What follows belongs to an exercise in optimizing a design on an open flow for small area, a short achievable clock period and few clock cycles per item; a production flow would make more cautious choices.
In this exercise RTL edits were held to simulation tests only and were not proved equivalent to the original.
Power and IR drop assume default switching activity.

### config.mk
export PLATFORM = sky130hd
export DESIGN_NAME = matrix_inverse_4x4
export DESIGN_NICKNAME = matrix_inverse_4x4
export VERILOG_FILES = /design/flow/design.v
export SDC_FILE = /design/flow/constraint.sdc
export NUM_CORES = 4
export LEC_CHECK = 0
export ABC_CLOCK_PERIOD_IN_PS = 3000
export CAP_MARGIN = 20
export CORE_MARGIN = 2
export CORE_UTILIZATION = 40
export SETUP_SLACK_MARGIN = 5
export SLEW_MARGIN = 20
### constraint.sdc
create_clock -name core_clock -period 10.0 [get_ports {aclk}]
set_input_delay 2.0000 -clock core_clock [delete_from_list [all_inputs] [get_ports {aclk}]]
set_output_delay 2.0000 -clock core_clock [all_outputs]
set_load 0.01 [all_outputs]
### design.v
`timescale 1ns / 1ps
package mi4_pkg;
    localparam int NUM_LANES = 4;
endpackage
`timescale 1ns / 1ps
module mi4_lane
#(
    parameter int AW = 50,      
    parameter int MW = 32       
) (
    input  logic                 aclk,
    input  logic                 mac_en,
    input  logic                 mac_first,
    input  logic [MW-1:0]        m1,
    input  logic [MW-1:0]        m2,
    input  logic [MW-1:0]        m3,
    input  logic [2:0]           g1,      
    input  logic [2:0]           g2,
    input  logic [2:0]           g3,
    output logic [AW-1:0]        acc_s,   
    output logic [AW-1:0]        acc_c,
    output logic [48:0]          accr,    
    input  logic                 div_load,
    input  logic                 div_step,
    input  logic [65:0]          dx,      
    input  logic                 dcin,
    input  logic [66:0]          nd3,     
    output logic [47:0]          rmag,    
    output logic                 rsgn,
    output logic [15:0]          qbits    
);
    localparam int PW = MW + 1;
    logic [AW-1:0] s_reg, c_reg;
    logic [63:0]   r_reg;
    logic          sgn_reg;
    logic [15:0]   q_reg;
    function automatic logic [AW-1:0] booth_pp(input logic [MW-1:0] m,
                                               input logic [2:0] g);
        logic [PW-1:0] sel;
        sel = ({PW{g[0]}} & {m[MW-1], m}) | ({PW{g[1]}} & {m, 1'b0});
        sel = sel ^ {PW{g[2]}};
        booth_pp = {{(AW-PW){sel[PW-1]}}, sel};
    endfunction
    function automatic logic [AW-1:0] maj(input logic [AW-1:0] a, input logic [AW-1:0] b,
                                          input logic [AW-1:0] c);
        maj = (a & b) | (a & c) | (b & c);
    endfunction
    logic [AW-1:0] x0, x1, x2, x3, x4, s1, c1, s2, c2, s3, c3;
    always_comb begin
        x0 = mac_first ? '0 : {s_reg[AW-3:0], 2'b00};
        x1 = mac_first ? '0 : {c_reg[AW-3:0], 2'b00};
        x0[0] = g1[2];
        x1[0] = g2[2];
        x2 = booth_pp(m1, g1);
        x3 = booth_pp(m2, g2);
        x4 = booth_pp(m3, g3);
        s1 = x0 ^ x1 ^ x2;
        c1 = {maj(x0, x1, x2)}; c1 = {c1[AW-2:0], g3[2]};
        s2 = s1 ^ c1 ^ x3;
        c2 = maj(s1, c1, x3);   c2 = {c2[AW-2:0], 1'b0};
        s3 = s2 ^ c2 ^ x4;
        c3 = maj(s2, c2, x4);   c3 = {c3[AW-2:0], 1'b0};
    end
    logic [66:0] r4, t1, t2, t3;
    logic        ge1, ge2, ge3;
    logic [48:0] c49;
    logic [47:0] cmag;
    always_comb begin
        r4   = {1'b0, r_reg, 2'b00};
        t1   = r4 + {dx[65], dx} + {66'd0, dcin};
        t2   = r4 + {dx, dcin} + {66'd0, dcin};
        t3   = r4 + nd3 + {66'd0, dcin};
        ge1  = ~t1[66];
        ge2  = ~t2[66];
        ge3  = ~t3[66];
        c49  = s_reg[48:0] + c_reg[48:0];
        cmag = c49[48] ? 48'(-c49) : c49[47:0];
    end
    always_ff @(posedge aclk) begin
        if (mac_en) begin
            s_reg <= s3;
            c_reg <= c3;
        end
        if (div_load) begin
            r_reg   <= {16'd0, cmag};
            sgn_reg <= c49[48];
        end else if (div_step) begin
            r_reg <= ge3 ? t3[63:0] : ge2 ? t2[63:0] : ge1 ? t1[63:0] : {r_reg[61:0], 2'b00};
            q_reg <= {q_reg[13:0], ge2, ge3 | (ge1 & ~ge2)};
        end
    end
    assign acc_s = s_reg;
    assign acc_c = c_reg;
    assign accr  = c49;
    assign rmag  = r_reg[47:0];
    assign rsgn  = sgn_reg;
    assign qbits = q_reg;
endmodule
`timescale 1ns / 1ps
import mi4_pkg::*;
module matrix_inverse_4x4
#(
    parameter int ELEMENT_BITS  = 16,
    parameter int FRACTION_BITS = 8,
    localparam int TDW = ((4 * ELEMENT_BITS + 7) / 8) * 8
) (
    input  logic           aclk,
    input  logic           aresetn,
    input  logic           s_tvalid,
    output logic           s_tready,
    input  logic [TDW-1:0] s_tdata,    
    output logic           m_tvalid,
    input  logic           m_tready,
    output logic [TDW-1:0] m_tdata,    
    output logic           m_tlast,    
    output logic [0:0]     m_tuser     
);
    typedef enum logic [3:0] {P_IN, P_WAITA, P_MIN, P_COF0, P_LOADR, P_DET,
                              P_DS1, P_DS2, P_COF, P_WAITC} phase_t;
    typedef enum logic [1:0] {D_IDLE, D_RUN, D_OUT} dphase_t;
    phase_t               phase_reg, phase_n;
    dphase_t              dphase_reg;
    logic [1:0]           beat_reg;
    logic [2:0]           p_reg, p_n;       
    logic [1:0]           rnd_reg, rnd_n;   
    logic [2:0]           ri_reg;           
    logic                 acc_full;         
    logic [1:0]           drow_reg;         
    logic [2:0]           dcnt_reg;
    logic                 mac_en_reg;
    logic                 cap_reg;          
    logic [1:0]           caprnd_reg;
    logic [3:0][3:0][15:0] a;               
    logic [5:0][31:0]      smin;            
    logic [5:0][31:0]      cmin;            
    logic [65:0]           dx_reg;
    logic                  dcin_reg;
    logic [66:0]           nd3_reg;         
    logic                  dsgn_reg;
    logic                  sing_reg;
    logic                  m_tvalid_reg;
    logic [63:0]           m_tdata_reg;
    logic                  m_tlast_reg;
    logic                  m_tuser_reg;
    logic        div_load, div_step;
    logic [65:0] acc0s, acc0c, acc1s, acc1c;
    logic [49:0] acc2s, acc2c, acc3s, acc3c;
    logic [3:0][48:0] accr;
    logic [3:0][47:0] rmag;
    logic [3:0]       rsgn;
    logic [3:0][15:0] qbits;
    logic [3:0][2:0][2:0] g_reg;            
    logic [48:0] m01, m02, m03, m11;
    logic [31:0] m12, m13, m21, m22, m23, m31, m32, m33;
    mi4_lane #(.AW(66), .MW(49)) u_lane0 (
        .aclk(aclk), .mac_en(mac_en_reg), .mac_first(p_reg == 3'd7),
        .m1(m01), .m2(m02), .m3(m03),
        .g1(g_reg[0][0]), .g2(g_reg[0][1]), .g3(g_reg[0][2]),
        .acc_s(acc0s), .acc_c(acc0c), .accr(accr[0]),
        .div_load(div_load), .div_step(div_step), .dx(dx_reg), .dcin(dcin_reg), .nd3(nd3_reg),
        .rmag(rmag[0]), .rsgn(rsgn[0]), .qbits(qbits[0]));
    mi4_lane #(.AW(66), .MW(49)) u_lane1 (
        .aclk(aclk), .mac_en(mac_en_reg), .mac_first(p_reg == 3'd7),
        .m1(m11), .m2({{17{m12[31]}}, m12}), .m3({{17{m13[31]}}, m13}),
        .g1(g_reg[1][0]), .g2(g_reg[1][1]), .g3(g_reg[1][2]),
        .acc_s(acc1s), .acc_c(acc1c), .accr(accr[1]),
        .div_load(div_load), .div_step(div_step), .dx(dx_reg), .dcin(dcin_reg), .nd3(nd3_reg),
        .rmag(rmag[1]), .rsgn(rsgn[1]), .qbits(qbits[1]));
    mi4_lane #(.AW(50), .MW(32)) u_lane2 (
        .aclk(aclk), .mac_en(mac_en_reg), .mac_first(p_reg == 3'd7),
        .m1(m21), .m2(m22), .m3(m23),
        .g1(g_reg[2][0]), .g2(g_reg[2][1]), .g3(g_reg[2][2]),
        .acc_s(acc2s), .acc_c(acc2c), .accr(accr[2]),
        .div_load(div_load), .div_step(div_step), .dx(dx_reg), .dcin(dcin_reg), .nd3(nd3_reg),
        .rmag(rmag[2]), .rsgn(rsgn[2]), .qbits(qbits[2]));
    mi4_lane #(.AW(50), .MW(32)) u_lane3 (
        .aclk(aclk), .mac_en(mac_en_reg), .mac_first(p_reg == 3'd7),
        .m1(m31), .m2(m32), .m3(m33),
        .g1(g_reg[3][0]), .g2(g_reg[3][1]), .g3(g_reg[3][2]),
        .acc_s(acc3s), .acc_c(acc3c), .accr(accr[3]),
        .div_load(div_load), .div_step(div_step), .dx(dx_reg), .dcin(dcin_reg), .nd3(nd3_reg),
        .rmag(rmag[3]), .rsgn(rsgn[3]), .qbits(qbits[3]));
    function automatic logic [31:0] sx16(input logic [15:0] v);
        sx16 = {{16{v[15]}}, v};
    endfunction
    function automatic logic [48:0] sx32(input logic [31:0] v);
        sx32 = {{17{v[31]}}, v};
    endfunction
    function automatic logic [31:0] and32(input logic c, input logic [31:0] v);
        and32 = {32{c}} & v;
    endfunction
    function automatic logic [2:0] booth_dec(input logic [15:0] e, input logic [2:0] p,
                                             input logic f);
        logic [16:0] ext;
        logic [2:0]  w;
        ext = {e, 1'b0};
        w   = 3'(ext >> {p, 1'b0});
        booth_dec = {w[2] ^ f,
                     (w[2] & ~w[1] & ~w[0]) | (~w[2] & w[1] & w[0]),
                     w[1] ^ w[0]};
    endfunction
    logic [2:0] smr;        
    logic       smr12;      
    logic [3:0] scr;        
    logic       scr01, scr12, scr23;
    logic       sdt;        
    logic [31:0] cx1, cx2, cx3;    
    logic [31:0] sx1, sx2, sx3;    
    always_comb begin
        cx1 = and32(scr01, cmin[5]) | and32(scr[2], cmin[4]) | and32(scr[3], cmin[3]);
        cx2 = and32(scr[0], cmin[4]) | and32(scr12, cmin[2]) | and32(scr[3], cmin[1]);
        cx3 = and32(scr[0], cmin[3]) | and32(scr[1], cmin[1]) | and32(scr23, cmin[0]);
        sx1 = and32(scr01, smin[5]) | and32(scr[2], smin[4]) | and32(scr[3], smin[3]);
        sx2 = and32(scr[0], smin[4]) | and32(scr12, smin[2]) | and32(scr[3], smin[1]);
        sx3 = and32(scr[0], smin[3]) | and32(scr[1], smin[1]) | and32(scr23, smin[0]);
        m01 = sx32(cx1 | and32(smr[0], sx16(a[0][1])) | and32(smr12, sx16(a[0][0])))
            | {1'b0, {48{sdt}} & rmag[1]};
        m02 = sx32(cx2 | and32(smr[0] | smr[2], sx16(a[0][2])) | and32(smr[1], sx16(a[0][1])))
            | {1'b0, {48{sdt}} & rmag[2]};
        m03 = sx32(cx3) | {1'b0, {48{sdt}} & rmag[3]};
        m11 = sx32(cx1 | and32(smr[0] | smr12, sx16(a[1][3])))
            | {1'b0, {48{sdt}} & rmag[0]};
        m12 = cx2 | and32(smr[0], sx16(a[1][1])) | and32(smr[1], sx16(a[1][2]))
                  | and32(smr[2], sx16(a[1][0]));
        m13 = cx3;
        m21 = sx1 | and32(smr[0] | smr[2], sx16(a[3][2])) | and32(smr[1], sx16(a[3][1]));
        m22 = sx2 | and32(smr[0], sx16(a[3][1])) | and32(smr12, sx16(a[3][0]));
        m23 = sx3;
        m31 = sx1 | and32(smr[0] | smr12, sx16(a[3][3]));
        m32 = sx2 | and32(smr[0], sx16(a[3][1])) | and32(smr[1], sx16(a[3][2]))
                  | and32(smr[2], sx16(a[3][0]));
        m33 = sx3;
    end
    logic [2:0]            rsel, psel;
    logic [3:0][2:0][15:0] de;     
    logic [3:0][2:0]       df;     
    logic [1:0]            nj, nk, nl, nm;
    logic                  nodd;
    logic [3:0]            dsg;    
    always_comb begin
        rsel = (mac_en_reg && p_reg == 3'd0) ? ri_reg + 3'd1 : ri_reg;
        psel = (mac_en_reg && p_reg != 3'd0) ? p_reg - 3'd1 : 3'd7;
        nj   = (rsel == 3'd3) ? 2'd0 : 2'(rsel - 3'd4);
        nodd = nj[0];
        nk = (nj == 2'd0) ? 2'd1 : 2'd0;
        nl = (nj <= 2'd1) ? 2'd2 : 2'd1;
        nm = (nj <= 2'd2) ? 2'd3 : 2'd2;
        for (int i = 0; i < 4; i++) dsg[i] = (phase_reg == P_LOADR) ? accr[i][48] : rsgn[i];
        de[0][0] = a[1][nk]; de[0][1] = a[1][nl]; de[0][2] = a[1][nm];
        de[1][0] = a[0][nk]; de[1][1] = a[0][nl]; de[1][2] = a[0][nm];
        de[2][0] = a[3][nk]; de[2][1] = a[3][nl]; de[2][2] = a[3][nm];
        de[3][0] = a[2][nk]; de[3][1] = a[2][nl]; de[3][2] = a[2][nm];
        df[0] = {nodd, ~nodd, nodd};
        df[1] = {~nodd, nodd, ~nodd};
        df[2] = {nodd, ~nodd, nodd};
        df[3] = {~nodd, nodd, ~nodd};
        if (rsel <= 3'd2) begin
            case (rsel)
                3'd0: begin
                    de[0][0] = a[1][2]; de[0][1] = a[1][1];
                    de[1][0] = a[0][1]; de[1][1] = a[0][3];
                    de[2][0] = a[2][1]; de[2][1] = a[2][2];
                    de[3][0] = a[2][1]; de[3][1] = a[2][3];
                end
                3'd1: begin
                    de[0][0] = a[1][1]; de[0][1] = a[1][0];
                    de[1][0] = a[0][2]; de[1][1] = a[0][3];
                    de[2][0] = a[2][0]; de[2][1] = a[2][1];
                    de[3][0] = a[2][2]; de[3][1] = a[2][3];
                end
                default: begin
                    de[0][0] = a[1][2]; de[0][1] = a[1][0];
                    de[1][0] = a[0][0]; de[1][1] = a[0][3];
                    de[2][0] = a[2][0]; de[2][1] = a[2][2];
                    de[3][0] = a[2][0]; de[3][1] = a[2][3];
                end
            endcase
            for (int i = 0; i < 4; i++) begin
                de[i][2] = '0;
                df[i]    = 3'b010;
            end
        end else if (rsel == 3'd4) begin
            de[0][0] = a[1][0]; de[0][1] = a[2][0]; de[0][2] = a[3][0];
            de[1][0] = a[0][0]; de[1][1] = '0;      de[1][2] = '0;
            df[0] = {dsg[3], dsg[2], dsg[1]};
            df[1] = {2'b00, dsg[0]};
        end
    end
    function automatic logic [15:0] quot_val(input logic [15:0] q, input logic ng);
        logic [15:0] v;
        if (q[15]) v = ng ? 16'h8000 : 16'h7fff;
        else       v = ng ? 16'(-{1'b0, q[14:0]}) : {1'b0, q[14:0]};
        quot_val = v;
    endfunction
    logic [65:0] det_sum;
    logic [63:0] out_data;
    always_comb begin
        det_sum = acc0s + acc0c + acc1s + acc1c;
        for (int c = 0; c < 4; c++) begin
            out_data[c*16 +: 16] = sing_reg ? ((drow_reg == 2'(c)) ? 16'h0100 : 16'h0000)
                                            : quot_val(qbits[c], rsgn[c] ^ dsgn_reg);
        end
    end
    logic out_go;
    logic d_idle;
    logic beat_go;
    logic acc_free;      
    always_comb begin
        d_idle   = (dphase_reg == D_IDLE);
        out_go   = (dphase_reg == D_OUT) && !m_tvalid_reg && (drow_reg == 2'd3 || acc_full);
        div_load = (phase_reg == P_LOADR && d_idle) || (out_go && drow_reg != 2'd3);
        div_step = (dphase_reg == D_RUN);
        acc_free = !acc_full || (out_go && drow_reg != 2'd3);
        s_tready = (phase_reg == P_IN)
                || (phase_reg == P_COF && rnd_reg == 2'd3 && p_reg <= 3'd1);
        beat_go  = s_tready && s_tvalid;
        phase_n = phase_reg;
        rnd_n   = rnd_reg;
        p_n     = mac_en_reg ? p_reg - 3'd1 : p_reg;
        case (phase_reg)
            P_IN:    if (beat_go && beat_reg == 2'd3) begin
                         phase_n = acc_free ? P_MIN : P_WAITA;
                         rnd_n   = 2'd0;
                     end
            P_WAITA: if (acc_free) phase_n = P_MIN;
            P_MIN: begin
                if (p_reg == 3'd0) begin
                    rnd_n = rnd_reg + 2'd1;
                    if (rnd_reg == 2'd2) begin
                        rnd_n   = 2'd0;
                        phase_n = P_COF0;
                    end
                end
            end
            P_COF0:  if (p_reg == 3'd0) phase_n = P_LOADR;
            P_LOADR: if (d_idle) phase_n = P_DET;
            P_DET:   if (p_reg == 3'd0) phase_n = P_DS1;
            P_DS1:   phase_n = P_DS2;
            P_DS2:   begin phase_n = P_COF; rnd_n = 2'd1; end
            P_COF:   if (p_reg == 3'd0) phase_n = (rnd_reg == 2'd3) ? P_IN : P_WAITC;
            P_WAITC: if (acc_free) begin phase_n = P_COF; rnd_n = rnd_reg + 2'd1; end
            default: phase_n = P_IN;
        endcase
    end
    always_ff @(posedge aclk) begin
        if (!aresetn) begin
            phase_reg    <= P_IN;
            dphase_reg   <= D_IDLE;
            beat_reg     <= 2'd0;
            m_tvalid_reg <= 1'b0;
            acc_full     <= 1'b0;
            p_reg        <= 3'd7;
            rnd_reg      <= 2'd0;
            ri_reg       <= 3'd0;
            mac_en_reg   <= 1'b0;
            cap_reg      <= 1'b0;
            smr          <= 3'd0;
            smr12        <= 1'b0;
            scr          <= 4'd0;
            scr01        <= 1'b0;
            scr12        <= 1'b0;
            scr23        <= 1'b0;
            sdt          <= 1'b0;
        end else begin
            phase_reg  <= phase_n;
            rnd_reg    <= rnd_n;
            p_reg      <= p_n;
            mac_en_reg <= (phase_n == P_MIN) || (phase_n == P_COF0) || (phase_n == P_DET)
                       || (phase_n == P_COF);
            for (int k = 0; k < 3; k++) smr[k] <= (phase_n == P_MIN) && (rnd_n == 2'(k));
            smr12 <= (phase_n == P_MIN) && (rnd_n == 2'd1 || rnd_n == 2'd2);
            for (int k = 0; k < 4; k++)
                scr[k] <= (phase_n == P_COF0 || phase_n == P_COF) && (rnd_n == 2'(k));
            scr01 <= (phase_n == P_COF0 || phase_n == P_COF) && (rnd_n == 2'd0 || rnd_n == 2'd1);
            scr12 <= (phase_n == P_COF0 || phase_n == P_COF) && (rnd_n == 2'd1 || rnd_n == 2'd2);
            scr23 <= (phase_n == P_COF0 || phase_n == P_COF) && (rnd_n == 2'd2 || rnd_n == 2'd3);
            sdt   <= (phase_n == P_DET);
            if (mac_en_reg && p_reg == 3'd0) ri_reg <= ri_reg + 3'd1;
            cap_reg    <= (phase_reg == P_MIN) && (p_reg == 3'd0);
            caprnd_reg <= rnd_reg;
            if (beat_go) beat_reg <= beat_reg + 2'd1;
            if (m_tvalid_reg && m_tready) m_tvalid_reg <= 1'b0;
            if (phase_reg == P_COF && p_reg == 3'd0) acc_full <= 1'b1;
            case (dphase_reg)
                D_RUN: begin
                    dcnt_reg <= dcnt_reg - 3'd1;
                    if (dcnt_reg == 3'd0) dphase_reg <= D_OUT;
                end
                D_OUT: begin
                    if (out_go) begin
                        m_tvalid_reg <= 1'b1;
                        if (drow_reg == 2'd3) begin
                            dphase_reg <= D_IDLE;
                        end else begin
                            acc_full   <= 1'b0;
                            drow_reg   <= drow_reg + 2'd1;
                            dcnt_reg   <= 3'd7;
                            dphase_reg <= D_RUN;
                        end
                    end
                end
                default: begin
                    if (phase_reg == P_DS2) begin
                        drow_reg   <= 2'd0;
                        dcnt_reg   <= 3'd7;
                        dphase_reg <= D_RUN;
                    end
                end
            endcase
        end
    end
    always_ff @(posedge aclk) begin
        if (beat_go) begin
            for (int c = 0; c < 4; c++) a[beat_reg][c] <= s_tdata[c*16 +: 16];
        end
        for (int i = 0; i < 4; i++) begin
            for (int t = 0; t < 3; t++) begin
                g_reg[i][t] <= booth_dec(de[i][t], psel, df[i][t]);
            end
        end
        if (cap_reg) begin
            case (caprnd_reg)
                2'd0: begin smin[3] <= accr[0][31:0]; smin[4] <= accr[1][31:0];
                            cmin[3] <= accr[2][31:0]; cmin[4] <= accr[3][31:0]; end
                2'd1: begin smin[0] <= accr[0][31:0]; smin[5] <= accr[1][31:0];
                            cmin[0] <= accr[2][31:0]; cmin[5] <= accr[3][31:0]; end
                default: begin smin[1] <= accr[0][31:0]; smin[2] <= accr[1][31:0];
                            cmin[1] <= accr[2][31:0]; cmin[2] <= accr[3][31:0]; end
            endcase
        end
        if (phase_reg == P_DS1) begin
            dx_reg   <= det_sum ^ {66{~det_sum[65]}};
            dcin_reg <= ~det_sum[65];
            dsgn_reg <= det_sum[65];
        end
        if (phase_reg == P_DS2) begin
            nd3_reg  <= {dx_reg[65], dx_reg} + {dx_reg, 1'b0} + {65'd0, dcin_reg, 1'b0};
        end
        if (dphase_reg == D_RUN && drow_reg == 2'd0 && dcnt_reg == 3'd7) begin
            sing_reg <= dcin_reg && (&dx_reg);
        end
        if (out_go) begin
            m_tdata_reg  <= out_data;
            m_tlast_reg  <= (drow_reg == 2'd3);
            m_tuser_reg  <= sing_reg;
        end
    end
    assign m_tvalid   = m_tvalid_reg;
    assign m_tdata    = m_tdata_reg;
    assign m_tlast    = m_tlast_reg;
    assign m_tuser[0] = m_tuser_reg;
endmodule
### run.sh
#!/bin/bash
# synth_recipe.tcl (not shown) runs the flow's synth.tcl, then flattens the netlist and writes it again
# the make line also repeats each setting of config.mk as NAME=value (left out here)
make -C /OpenROAD-flow-scripts/flow DESIGN_CONFIG=/design/flow/config.mk WORK_HOME=/design/flow/orfs CLKGATE_MAP_FILE= SYNTH_SCRIPT=/design/flow/synth_recipe.tcl finish
==> flow_metrics.py <==
metrics = {
    "synthesis": {
        "synthAdderAreaFrac": 0.178,
        "ys_ff_latch": 1696,
        "yosysSeqAreaShare": 0.286,
        "synthTopCellsByCount": "nand2_1, a21oi_1, inv_1",
        "ys_async_sr_fraction": 0,
        "synth_xor_area_frac": 0.0885,
        "ys.flop_type": "edfxtp_1",
        "synth_cell_types": 101,
        "synthCells": 19985,
        "yosysTopAreaCellShare": 0.270,
        "synth.net_count": 22044,
        "postSynthAreaPerCell_um2": 8.69,
        "synth-simple-area-share": 0.134,
        "synth_top_family_by_area": "compound AO/OA/AOI/OAI gates",
        "muxShareOfSynthArea": 0.00587,
        "synth_compound_area_frac": 0.249,
        "synth-edff-count": 1564,
        "synth.most_common_cell": "nand2_1",
        "syn_area_um2": 174000,
        "yosysTopAreaCell": "edfxtp_1",
        "synth_warnings": 3,
        "synth.top_cells.by_area": "edfxtp_1, fa_1, ha_1",
    },
    "cts": {
        "clock_path_buffers": 4,
        "htreeDepth": 4,
        "cts_hold_buffers": 0,
        "cts_buffers": 218,
        "cts_tree": "built",
        "cts.sinks": 1696,
        "path_clk_slew_ns": 0.06,
        "clk_latency_ns": 1.03,
        "root_buffer": "clkbuf_16",
    },
    "critical_path": {
        "cp_slowest_cell": "or3_4",
        "crit_fanout": 6,
        "max_stage_delay_ns": 0.56,
        "cp-end-kind": "flip-flop",
        "critPathKind": "reg2reg",
        "timing.rr.start": "u_lane0.s_reg[2]",
        "startpoint_type": "flip-flop",
        "required_ns": 10.67,
        "path_cells": "ha_1 > a211oi_2 > nor2_1 > o31ai_1 > nand3_2 > or3_4 > or4_4 > nor4_4 > nand2_1 > and3b_4 > nand3_4 > buf_6 > o31ai_4 > xor2_2 > o22ai_1",
        "crit_path_start": "u_lane0.s_reg[2]",
        "worstPathArrival_ns": 6.01,
    },
    "detailed_routing": {
        "firstDrtPassIters": 13,
        "ant_nets": 0,
        "routedWlPerCell_um": 32.1,
        "vias": 167919,
        "post_drt_via_cell_ratio": 6.44,
        "wl_um": 836000,
        "drt_iter0_drc": 21959,
        "drcViolationCount": 0,
    },
    "sta": {
        "setup_ws_ns": 4.66,
        "worst_pin_slew_ns": 1.33,
        "grt_setup_unrepaired": "true",
        "fin_setup_tns_ns": 0,
        "layout_min_cycle_time_ns": 5.34,
        "timing.slew.headroom": 0.113,
        "clock_skew_ns": 0.131,
        "setup_violations": 0,
        "finalMaxSlewViolations": 0,
        "fmax_mhz": 187,
        "hold_viol": 0,
        "final.period_utilization": 0.534,
    },
    "cells_and_area": {
        "reg.largest.list": "a (256), cmin (192), smin (192)",
        "design_area_um2": 199000,
        "num-nets-final": 22156,
        "synthToLayoutAreaGrowth_pct": 14.8,
        "drive_gt1_frac": 0.106,
        "top_register": "a",
        "largest_register_ffs": 256,
    },
    "floorplan": {
        "core_area_um2": 432000,
        "fp.dieH_um": 663,
        "die-area_um2": 440000,
        "initial_core_util": 0.403,
        "die_w_um": 663,
        "ios": 136,
        "fp-row-count": 241,
    },
    "placed_design": {
        "port_buffers": 135,
        "pre_cts_slack_ns": 2.95,
        "post-dp-hpwl_um": 650000,
        "postPlaceCellArea_um2": 182000,
        "place.gp.congestion": 1.09,
    },
    "global_routing": {
        "grt_max_degree": 185,
        "track_usage": 0.362,
        "grt_pass1_vias": 158612,
        "grt_pass1_wl_um": 1160000,
        "grt_overflow": 0,
        "antenna_found_initial": 87,
    },
    "power_and_ir_drop": {
        "power.density_nw_per_um2": 167,
        "p_leak_uw": 0.0803,
        "peakVddDrop_mv": 0.172,
    },
    "worst_hold_path": {
        "hp-class": "reg2reg",
        "worstHoldStart": "m_tvalid_reg",
    },
    "job": {
        "maxCapViolCount": 0,
    },
    "run_status": {
        "outcome": "no timing/DRC/antenna violations",
    },
}
path summary, 6_finish.rpt:
| check | endpoint | slack [ns] | depth (start not counted) |
|---|---|---|---|
| max | u_lane0.r_reg[41] | 4.66 | 15 |
| min | m_tvalid_reg | 0.49 | 2 |
| max reg2reg | u_lane0.r_reg[41] | 4.66 | 15 |
| min reg2reg | m_tvalid_reg | 0.49 | 2 |
critical path: cells and delay by family, from the launching register on:
kind	cells	cell delay (ns)
adder cells (fa/ha/maj)	1	0.37
XOR/XNOR	1	0.31
AND/OR/NAND/NOR	8	2.63
AO/OA/AOI/OAI	4	1.01
flip-flops	1	0.46
buffers and inverters	1	0.19
cells by family (layout without fill, tap and decap cells):
| family | after synthesis | in the layout |
|---|---|---|
| AO/OA/AOI/OAI | 6655 | 6657 |
| AND/OR/NAND/NOR | 5029 | 5032 |
| buffers and inverters | 2774 | 3062 |
| adder cells (fa/ha/maj) | 1991 | 1991 |
| XOR/XNOR | 1756 | 1756 |
| flip-flops | 1696 | 1696 |
| multiplexers | 84 | 84 |
| other | 0 | 72 |
report_power, final:
part / internal [µW] / total [µW] / switching [µW]
Sequential: 8690 / 9620 / 928
Combinational: 5620 / 15300 / 9710
Clock: 4740 / 8340 / 3600
layer usage:
metal  track usage  share of wire  vias to the layer above
met4         0.285          0.097                       40
met1         0.444           0.37                    82293
met3         0.101           0.12                     2589
met2         0.534           0.42                    10145
li1              -              -                    72852
met5             0        0.00054                        -
per-stage QoR:
stage / cells / util / total power (µW) / hold slack (ns)
after floorplan: 19985 / - / 18600 / 0.451
after global placement: 25161 / 0.422 / 23100 / 0.473
after CTS: 25784 / 0.452 / 32300 / 0.491
after global routing: 26001 / 0.462 / 34600 / 0.520
final: 26060 / 0.462 / 33300 / 0.493
after detailed placement: 25174 / 0.423 / 23200 / 0.481
area by class of cell:
class                   count  area [µm²]
fillers                 42064      232000
multi-input cells       15520      120000
flip-flops and latches   1696       49700
repair buffers            939        8610
well taps                5710        7140
inverters                1719        6550
clock buffers             273        5820
clock inverters           128        1400
diodes                     72         180
repair inverters            3        25.0
placed cells by master, fill, tap and decap left out, types with 60 or more instances in the layout:
cell type / n
nor2b_1: 132
xnor2_1: 998
o221ai_1: 60
nand2b_1: 120
nand4_1: 238
and2_1: 298
o21a_1: 131
xnor2_2: 79
a22oi_1: 575
ha_1: 1114
xor2_1: 594
diode_2: 72
nand2_1: 2065
o21bai_1: 179
fa_1: 783
clkbuf_16: 232
a21o_1: 649
a31oi_1: 212
a22o_1: 69
and3_1: 132
a21oi_2: 72
buf_4: 673
nor3_1: 221
inv_1: 1693
clkdlybuf4s50_1: 134
dfxtp_1: 99
or3_1: 84
o211ai_1: 263
nor2_1: 1012
o21ai_0: 1239
a21oi_1: 1764
edfxtp_1: 1564
a221o_1: 78
a222oi_1: 146
o22ai_1: 95
o31ai_1: 69
a211oi_1: 246
nand3_1: 306
what timing repair did:
action	CTS	global route
pin swaps	148	220
resized for setup	691	460
setup endpoints to repair	502	375
setup buffers	194	187
gates cloned	15	12
Testbench counts, summed over its fixed seeds: cycles 6,920, items 96.

==> port drivers added, routing unchanged <==
In the flow no input, the clock included, has a driving cell. The finished layout below was timed again as built, in two steps.
Step 1 assumes that a clkbuf_16 drives the clock port and a buf_2 every other input.
Step 2 adds t to the input delays and takes it off the output delays; t is the mean of the earliest and latest rising clock arrival at the registers after step 1. Input paths then give back, and output paths get back, about the clock's delay inside the block.
a / b / c = no drivers / after step 1 / after step 2; a / b = the first two.
t, ns: 1.087
slack for setup (ns): 4.664 / 4.664 / 4.664
clock arrival spread, ns: 0.131 / 0.131
worst register clock-pin slew, ns: 0.07 / 0.07
worst slew at a driven data input, ns: 0.06
After both steps setup and hold are still met in this run. For this run, drivers alone change the setup slack by 0.000 ns; drivers and shift together by 0.000 ns.
